What follows belongs to an exercise in optimizing a design on an open flow for small area; a production flow would make more cautious choices.
Function was checked by simulation only, so behaviour that the tests miss may differ from the original.
Power is estimated from default activity; no workload was simulated.

==> v29 <==
==> flow/design.v <==
`default_nettype none
package stadd_pkg;
    localparam int NUM_LANES  = 12;
    localparam int STSEL_W    = 4;                        
    localparam int STMASK_LSB = NUM_LANES * STSEL_W;      
    localparam int STTBL_W    = STMASK_LSB + NUM_LANES;   
    localparam int REG_W_DEF  = 16;
    localparam int EXA_W_DEF  = 16;
    localparam int EXSEL_MSB  = 15;
    localparam int EXSEL_LSB  = 12;
    localparam logic [EXSEL_MSB-EXSEL_LSB:0] EX_STBL = 4'h3;
    typedef struct packed {
        logic [NUM_LANES-1:0]         mask;
        logic [STMASK_LSB-1:0]        sel;
    } sttbl_entry_t;
    localparam logic [STMASK_LSB-1:0] IDENTITY_SEL = 48'hBA98_7654_3210;
endpackage
`default_nettype wire
`default_nettype none
import stadd_pkg::*;
module sttbl #(
    parameter int DATA_W = 16,
    parameter int ENT    = 16
) (
    input  logic                  clk,
    input  logic                  rst_n,
    input  logic                  we,
    input  logic                  re,
    input  logic [5:0]            addr,
    input  logic [DATA_W-1:0]     wd,
    output logic [DATA_W-1:0]     rd,
    input  logic [3:0]            idx,
    output logic [stadd_pkg::STMASK_LSB-1:0] sel,
    output logic [stadd_pkg::NUM_LANES-1:0]  mask
);
    localparam logic [63:0] DEF_WORDS = {16'h0000, IDENTITY_SEL};
    logic [15:0] tbl_w [0:4*ENT-1];    
    logic [ENT-1:0] vld;
    logic [15:0] wdata [0:3];
    always_comb begin
        for (int w = 0; w < 4; w++) begin
            wdata[w] = (addr[1:0] == 2'(w)) ? wd : DEF_WORDS[w*16 +: 16];
        end
        wdata[3][15:12] = 4'b0;
    end
    always_ff @(posedge clk or negedge rst_n) begin
        if (!rst_n) begin
            vld <= '0;
        end else if (we) begin
            vld[addr[5:2]] <= 1'b1;
        end
    end
    always_ff @(posedge clk) begin
        for (int e = 0; e < ENT; e++) begin
            for (int w = 0; w < 4; w++) begin
                if (we && addr[5:2] == 4'(e) && (addr[1:0] == 2'(w) || !vld[e])) begin
                    tbl_w[4*e+w] <= wdata[w];
                end
            end
        end
    end
    logic [ENT-1:0] lk_oh;
    logic [59:0]    lk_in [0:ENT-1];
    logic [59:0]    lk_grp [0:5];
    logic [59:0]    lk_raw;
    logic           lk_v;
    always_comb begin
        for (int e = 0; e < ENT; e++) begin
            lk_oh[e] = (idx == 4'(e)) & vld[e];
            lk_in[e] = {tbl_w[4*e+3][11:0], tbl_w[4*e+2], tbl_w[4*e+1], tbl_w[4*e]};
        end
        for (int g = 0; g < 5; g++) begin
            lk_grp[g] = (lk_in[3*g]   & {60{lk_oh[3*g]}})   |
                        (lk_in[3*g+1] & {60{lk_oh[3*g+1]}}) |
                        (lk_in[3*g+2] & {60{lk_oh[3*g+2]}});
        end
        lk_grp[5] = lk_in[15] & {60{lk_oh[15]}};
        lk_raw = ((lk_grp[0] | lk_grp[1]) | (lk_grp[2] | lk_grp[3])) | (lk_grp[4] | lk_grp[5]);
        lk_v   = |lk_oh;
    end
    assign sel  = lk_raw[47:0] | (lk_v ? 48'h0 : IDENTITY_SEL);
    assign mask = lk_raw[59:48];
    logic [63:0] rb_oh;
    logic [15:0] rb_in  [0:63];
    logic [15:0] rb_grp [0:21];
    logic [15:0] rd_word;
    logic        rd_v;
    always_comb begin
        for (int n = 0; n < 64; n++) begin
            rb_oh[n] = (addr == 6'(n)) & vld[n/4];
            rb_in[n] = (n % 4 == 3) ? {4'b0, tbl_w[n][11:0]} : tbl_w[n];
        end
        for (int g = 0; g < 21; g++) begin
            rb_grp[g] = (rb_in[3*g]   & {16{rb_oh[3*g]}})   |
                        (rb_in[3*g+1] & {16{rb_oh[3*g+1]}}) |
                        (rb_in[3*g+2] & {16{rb_oh[3*g+2]}});
        end
        rb_grp[21] = rb_in[63] & {16{rb_oh[63]}};
        rd_word = '0;
        for (int g = 0; g < 22; g++) begin
            rd_word = rd_word | rb_grp[g];
        end
        rd_v = vld[addr[5:2]];
        if (!rd_v) begin
            rd_word = DEF_WORDS[addr[1:0]*16 +: 16];
        end
    end
    always_ff @(posedge clk or negedge rst_n) begin
        if (!rst_n) begin
            rd <= '0;
        end else if (re) begin
            rd <= rd_word;
        end
    end
endmodule
`default_nettype wire
`default_nettype none
import stadd_pkg::*;
module stadd #(
    parameter int DATA_W = 16,
    parameter int LANES  = 12,
    parameter int ENT    = 16,
    parameter int REG_W  = stadd_pkg::REG_W_DEF,
    parameter int EXA_W  = stadd_pkg::EXA_W_DEF
) (
    input  logic                    clk,
    input  logic                    rst_n,
    input  logic                    i_st_op,
    input  logic [REG_W-1:0]        i_func,
    input  logic [DATA_W*LANES-1:0] i_pedata,
    output logic [DATA_W*LANES-1:0] o_dmemout,
    output logic [LANES-1:0]        o_dmem_we,
    input  logic                    i_dmem_ready,
    output logic                    o_ready,
    input  logic                    i_exwe,
    input  logic                    i_exre,
    input  logic [EXA_W-1:0]        i_exa,
    input  logic [DATA_W-1:0]       i_exwd,
    output logic [DATA_W-1:0]       o_exrd
);
    logic                    ex_hit;
    logic [STMASK_LSB-1:0]   tbl_sel;
    logic [NUM_LANES-1:0]    tbl_mask;
    logic                    s1_v;
    logic [DATA_W*LANES-1:0] s1_data;
    logic [STMASK_LSB-1:0]   s1_sel;
    logic [NUM_LANES-1:0]    s1_mask;
    logic                    stall;
    logic [DATA_W*LANES-1:0] perm_data;
    logic [LANES-1:0]        perm_we;
    logic unused_bits;
    assign unused_bits = ^{i_func, i_exa};
    assign ex_hit = (i_exa[EXSEL_MSB:EXSEL_LSB] == EX_STBL);
    sttbl #(
        .DATA_W (DATA_W),
        .ENT    (ENT)
    ) u_sttbl (
        .clk   (clk),
        .rst_n (rst_n),
        .we    (i_exwe & ex_hit),
        .re    (i_exre & ex_hit),
        .addr  (i_exa[5:0]),
        .wd    (i_exwd),
        .rd    (o_exrd),
        .idx   (i_func[3:0]),
        .sel   (tbl_sel),
        .mask  (tbl_mask)
    );
    assign stall   = (|o_dmem_we) & ~i_dmem_ready;
    assign o_ready = ~(s1_v & stall);
    always_ff @(posedge clk or negedge rst_n) begin
        if (!rst_n) begin
            s1_v <= 1'b0;
        end else if (o_ready) begin
            s1_v <= i_st_op;
        end
    end
    always_ff @(posedge clk) begin
        if (o_ready) begin
            s1_data <= i_pedata;
            s1_sel  <= tbl_sel;
            s1_mask <= tbl_mask;
        end
    end
    logic [LANES-1:0]  xb_oh  [0:LANES-1];
    logic [DATA_W-1:0] xb_grp [0:LANES-1][0:3];
    always_comb begin
        perm_we = '0;
        for (int j = 0; j < LANES; j++) begin
            for (int k = 0; k < LANES; k++) begin
                xb_oh[j][k] = (s1_sel[j*STSEL_W +: STSEL_W] == STSEL_W'(k));
            end
            for (int g = 0; g < 4; g++) begin
                xb_grp[j][g] = (s1_data[(3*g)*DATA_W +: DATA_W]   & {DATA_W{xb_oh[j][3*g]}})   |
                               (s1_data[(3*g+1)*DATA_W +: DATA_W] & {DATA_W{xb_oh[j][3*g+1]}}) |
                               (s1_data[(3*g+2)*DATA_W +: DATA_W] & {DATA_W{xb_oh[j][3*g+2]}});
            end
            perm_data[j*DATA_W +: DATA_W] = (xb_grp[j][0] | xb_grp[j][1]) |
                                            (xb_grp[j][2] | xb_grp[j][3]);
            perm_we[j] = s1_mask[j] &
                         (s1_sel[j*STSEL_W +: STSEL_W] < STSEL_W'(LANES));
        end
    end
    always_ff @(posedge clk or negedge rst_n) begin
        if (!rst_n) begin
            o_dmemout <= '0;
            o_dmem_we <= '0;
        end else if (!stall) begin
            if (s1_v) begin
                o_dmemout <= perm_data;
                o_dmem_we <= perm_we;
            end else begin
                o_dmem_we <= '0;
            end
        end
    end
endmodule
`default_nettype wire
==> flow/run.sh <==
#!/bin/bash
# synth_recipe.tcl (not shown) runs the flow's synth.tcl, then flattens the netlist and writes it again
# the make line also repeats each setting of config.mk as NAME=value (left out here)
make -C /OpenROAD-flow-scripts/flow DESIGN_CONFIG=/design/flow/config.mk WORK_HOME=/design/flow/orfs CLKGATE_MAP_FILE= SYNTH_SCRIPT=/design/flow/synth_recipe.tcl finish
==> flow/config.mk <==
export PLATFORM = sky130hd
export DESIGN_NAME = stadd
export DESIGN_NICKNAME = stadd
export VERILOG_FILES = /design/flow/design.v
export SDC_FILE = /design/flow/constraint.sdc
export NUM_CORES = 4
export LEC_CHECK = 0
export CAP_MARGIN = 20
export CORE_MARGIN = 2
export CORE_UTILIZATION = 30
export PLACE_DENSITY = 0.35
export SLEW_MARGIN = 20
==> flow/constraint.sdc <==
create_clock -name core_clock -period 5.0 [get_ports {clk}]
set_input_delay 1.0000 -clock core_clock [delete_from_list [all_inputs] [get_ports {clk}]]
set_output_delay 1.0000 -clock core_clock [all_outputs]
set_load 0.01 [all_outputs]
==> inputs of v27, as changes to v29 <==
==> flow/design.v, changed modules only <==
module sttbl #(
    parameter int DATA_W = 16,
    parameter int ENT    = 16
) (
    input  logic                  clk,
    input  logic                  rst_n,
    input  logic                  we,
    input  logic                  re,
    input  logic [5:0]            addr,
    input  logic [DATA_W-1:0]     wd,
    output logic [DATA_W-1:0]     rd,
    input  logic [3:0]            idx,
    output logic [stadd_pkg::STMASK_LSB-1:0] sel,
    output logic [stadd_pkg::NUM_LANES-1:0]  mask
);
    localparam logic [63:0] DEF_WORDS = {16'h0000, IDENTITY_SEL};
    logic [15:0] tbl_w [0:4*ENT-1];    
    logic [ENT-1:0] vld;
    logic [15:0] wdata [0:3];
    always_comb begin
        for (int w = 0; w < 4; w++) begin
            wdata[w] = (addr[1:0] == 2'(w)) ? wd : DEF_WORDS[w*16 +: 16];
        end
        wdata[3][15:12] = 4'b0;
    end
    always_ff @(posedge clk or negedge rst_n) begin
        if (!rst_n) begin
            vld <= '0;
        end else if (we) begin
            vld[addr[5:2]] <= 1'b1;
        end
    end
    always_ff @(posedge clk) begin
        for (int e = 0; e < ENT; e++) begin
            for (int w = 0; w < 4; w++) begin
                if (we && addr[5:2] == 4'(e) && (addr[1:0] == 2'(w) || !vld[e])) begin
                    tbl_w[4*e+w] <= wdata[w];
                end
            end
        end
    end
    logic [59:0] lk_raw;
    logic        lk_v;
    always_comb begin
        lk_raw = '0;
        lk_v   = 1'b0;
        for (int e = 0; e < ENT; e++) begin
            if (idx == 4'(e) && vld[e]) begin
                lk_raw = lk_raw | {tbl_w[4*e+3][11:0], tbl_w[4*e+2], tbl_w[4*e+1], tbl_w[4*e]};
                lk_v   = 1'b1;
            end
        end
    end
    assign sel  = lk_raw[47:0] | (lk_v ? 48'h0 : IDENTITY_SEL);
    assign mask = lk_raw[59:48];
    logic [15:0] rd_word;
    logic        rd_v;
    always_comb begin
        rd_word = '0;
        rd_v    = 1'b0;
        for (int e = 0; e < ENT; e++) begin
            if (addr[5:2] == 4'(e) && vld[e]) begin
                rd_v = 1'b1;
                for (int w = 0; w < 4; w++) begin
                    if (addr[1:0] == 2'(w)) begin
                        rd_word = rd_word | ((w == 3) ? {4'b0, tbl_w[4*e+w][11:0]} : tbl_w[4*e+w]);
                    end
                end
            end
        end
        if (!rd_v) begin
            rd_word = DEF_WORDS[addr[1:0]*16 +: 16];
        end
    end
    always_ff @(posedge clk or negedge rst_n) begin
        if (!rst_n) begin
            rd <= '0;
        end else if (re) begin
            rd <= rd_word;
        end
    end
endmodule
module stadd #(
    parameter int DATA_W = 16,
    parameter int LANES  = 12,
    parameter int ENT    = 16,
    parameter int REG_W  = stadd_pkg::REG_W_DEF,
    parameter int EXA_W  = stadd_pkg::EXA_W_DEF
) (
    input  logic                    clk,
    input  logic                    rst_n,
    input  logic                    i_st_op,
    input  logic [REG_W-1:0]        i_func,
    input  logic [DATA_W*LANES-1:0] i_pedata,
    output logic [DATA_W*LANES-1:0] o_dmemout,
    output logic [LANES-1:0]        o_dmem_we,
    input  logic                    i_dmem_ready,
    output logic                    o_ready,
    input  logic                    i_exwe,
    input  logic                    i_exre,
    input  logic [EXA_W-1:0]        i_exa,
    input  logic [DATA_W-1:0]       i_exwd,
    output logic [DATA_W-1:0]       o_exrd
);
    logic                    ex_hit;
    logic [STMASK_LSB-1:0]   tbl_sel;
    logic [NUM_LANES-1:0]    tbl_mask;
    logic                    s1_v;
    logic [DATA_W*LANES-1:0] s1_data;
    logic [LANES-1:0]        s1_we;
    logic                    stall;
    logic [DATA_W*LANES-1:0] perm_data;
    logic [LANES-1:0]        perm_we;
    logic unused_bits;
    assign unused_bits = ^{i_func, i_exa};
    assign ex_hit = (i_exa[EXSEL_MSB:EXSEL_LSB] == EX_STBL);
    sttbl #(
        .DATA_W (DATA_W),
        .ENT    (ENT)
    ) u_sttbl (
        .clk   (clk),
        .rst_n (rst_n),
        .we    (i_exwe & ex_hit),
        .re    (i_exre & ex_hit),
        .addr  (i_exa[5:0]),
        .wd    (i_exwd),
        .rd    (o_exrd),
        .idx   (i_func[3:0]),
        .sel   (tbl_sel),
        .mask  (tbl_mask)
    );
    assign stall   = (|o_dmem_we) & ~i_dmem_ready;
    assign o_ready = ~(s1_v & stall);
    always_comb begin
        perm_data = '0;
        perm_we   = '0;
        for (int j = 0; j < LANES; j++) begin
            for (int k = 0; k < LANES; k++) begin
                if (tbl_sel[j*STSEL_W +: STSEL_W] == STSEL_W'(k)) begin
                    perm_data[j*DATA_W +: DATA_W] = perm_data[j*DATA_W +: DATA_W] |
                                                    i_pedata[k*DATA_W +: DATA_W];
                end
            end
            perm_we[j] = tbl_mask[j] &
                         (tbl_sel[j*STSEL_W +: STSEL_W] < STSEL_W'(LANES));
        end
    end
    always_ff @(posedge clk or negedge rst_n) begin
        if (!rst_n) begin
            s1_v <= 1'b0;
        end else if (o_ready) begin
            s1_v <= i_st_op;
        end
    end
    always_ff @(posedge clk) begin
        if (o_ready) begin
            s1_data <= perm_data;
            s1_we   <= perm_we;
        end
    end
    always_ff @(posedge clk or negedge rst_n) begin
        if (!rst_n) begin
            o_dmemout <= '0;
            o_dmem_we <= '0;
        end else if (!stall) begin
            if (s1_v) begin
                o_dmemout <= s1_data;
                o_dmem_we <= s1_we;
            end else begin
                o_dmem_we <= '0;
            end
        end
    end
endmodule
==> summary of the runs <==
- Against v29, the critical path depth of v27 is higher by 9.
- In v29 the register-to-register slack is higher than in v27, by 1.2 ns.
- Against v27, the fmax of v29 is larger by 16%.
- Between v27 and v29, the lower power is in v27 (gap about 16%, measured against v29).
- Final area: v27 is higher than v29 (about 14%).
- In v27 the synthesized area is larger than in v29, by 9.4%.
- Between v29 and v27, the lower wire length is in v27 (gap 2.6%, measured against v27).
==> figures <==
| quantity | v29 | v27 |
|---|---|---|
| Portion of netlist area occupied by mux cells | 0.005008 | 0.1635 |
| Arrival time at the worst endpoint | 3.17 ns | 5.42 ns |
| Run status | complete, no violations | complete, no violations |
| Post-route core utilization | 0.3805 | 0.3956 |
| R2r setup slk | 1.47 ns | 0.26 ns |
| Switching power | 19760 uW | 12970 uW |
| Worst reg2reg path depth | 6 | 13 |
| Post-placement cell area | 83320 um^2 | 95890 um^2 |
| Final worst slack | 0.8313 ns | 0.1647 ns |
| Fraction of area in clock buffers and inverters | 0.06491 | 0.05697 |
| Overall routing resource usage | 0.4462 | 0.4009 |
| Vias in the first global route | 66930 | 70880 |
| Final layout net count | 6370 | 7828 |
| Clock network power share | 0.276 | 0.325 |
| Nonclk buf count | 1014 | 1621 |

[port drivers added, routing unchanged]
How much do the figures lean on ideal ports? The routed layouts below were timed once more, with nothing changed but the port constraints. Step 1: set_driving_cell puts a clkbuf_16 on clk and a buf_2 on each other input, an assumption about the parent block. Step 2 adds t to the input delays and takes it off the output delays; t is the mean of the earliest and latest rising clock arrival at the registers after step 1. Input paths then give back, and output paths get back, about the clock's delay inside the block. Slacks: no drivers / after step 1 / after step 2; pairs: no drivers / after step 1.
run | t (ns) | setup slack, ns | worst hold slack (ns) | worst setup path after step 2 | pins driven straight from the clock port
v29 | 0.950 | 0.831 / 0.746 / -0.010 | 0.080 / 0.047 / 0.485 | input to register | 1
v27 | 0.984 | 0.165 / 0.242 / -0.743 | 0.151 / 0.096 / 0.461 | input to register | 1
Met with ideal ports but missed after step 2: setup timing in v29 and v27. For v27, which loses most, drivers alone change the setup slack by +0.077 ns; drivers and shift together by -0.908 ns.
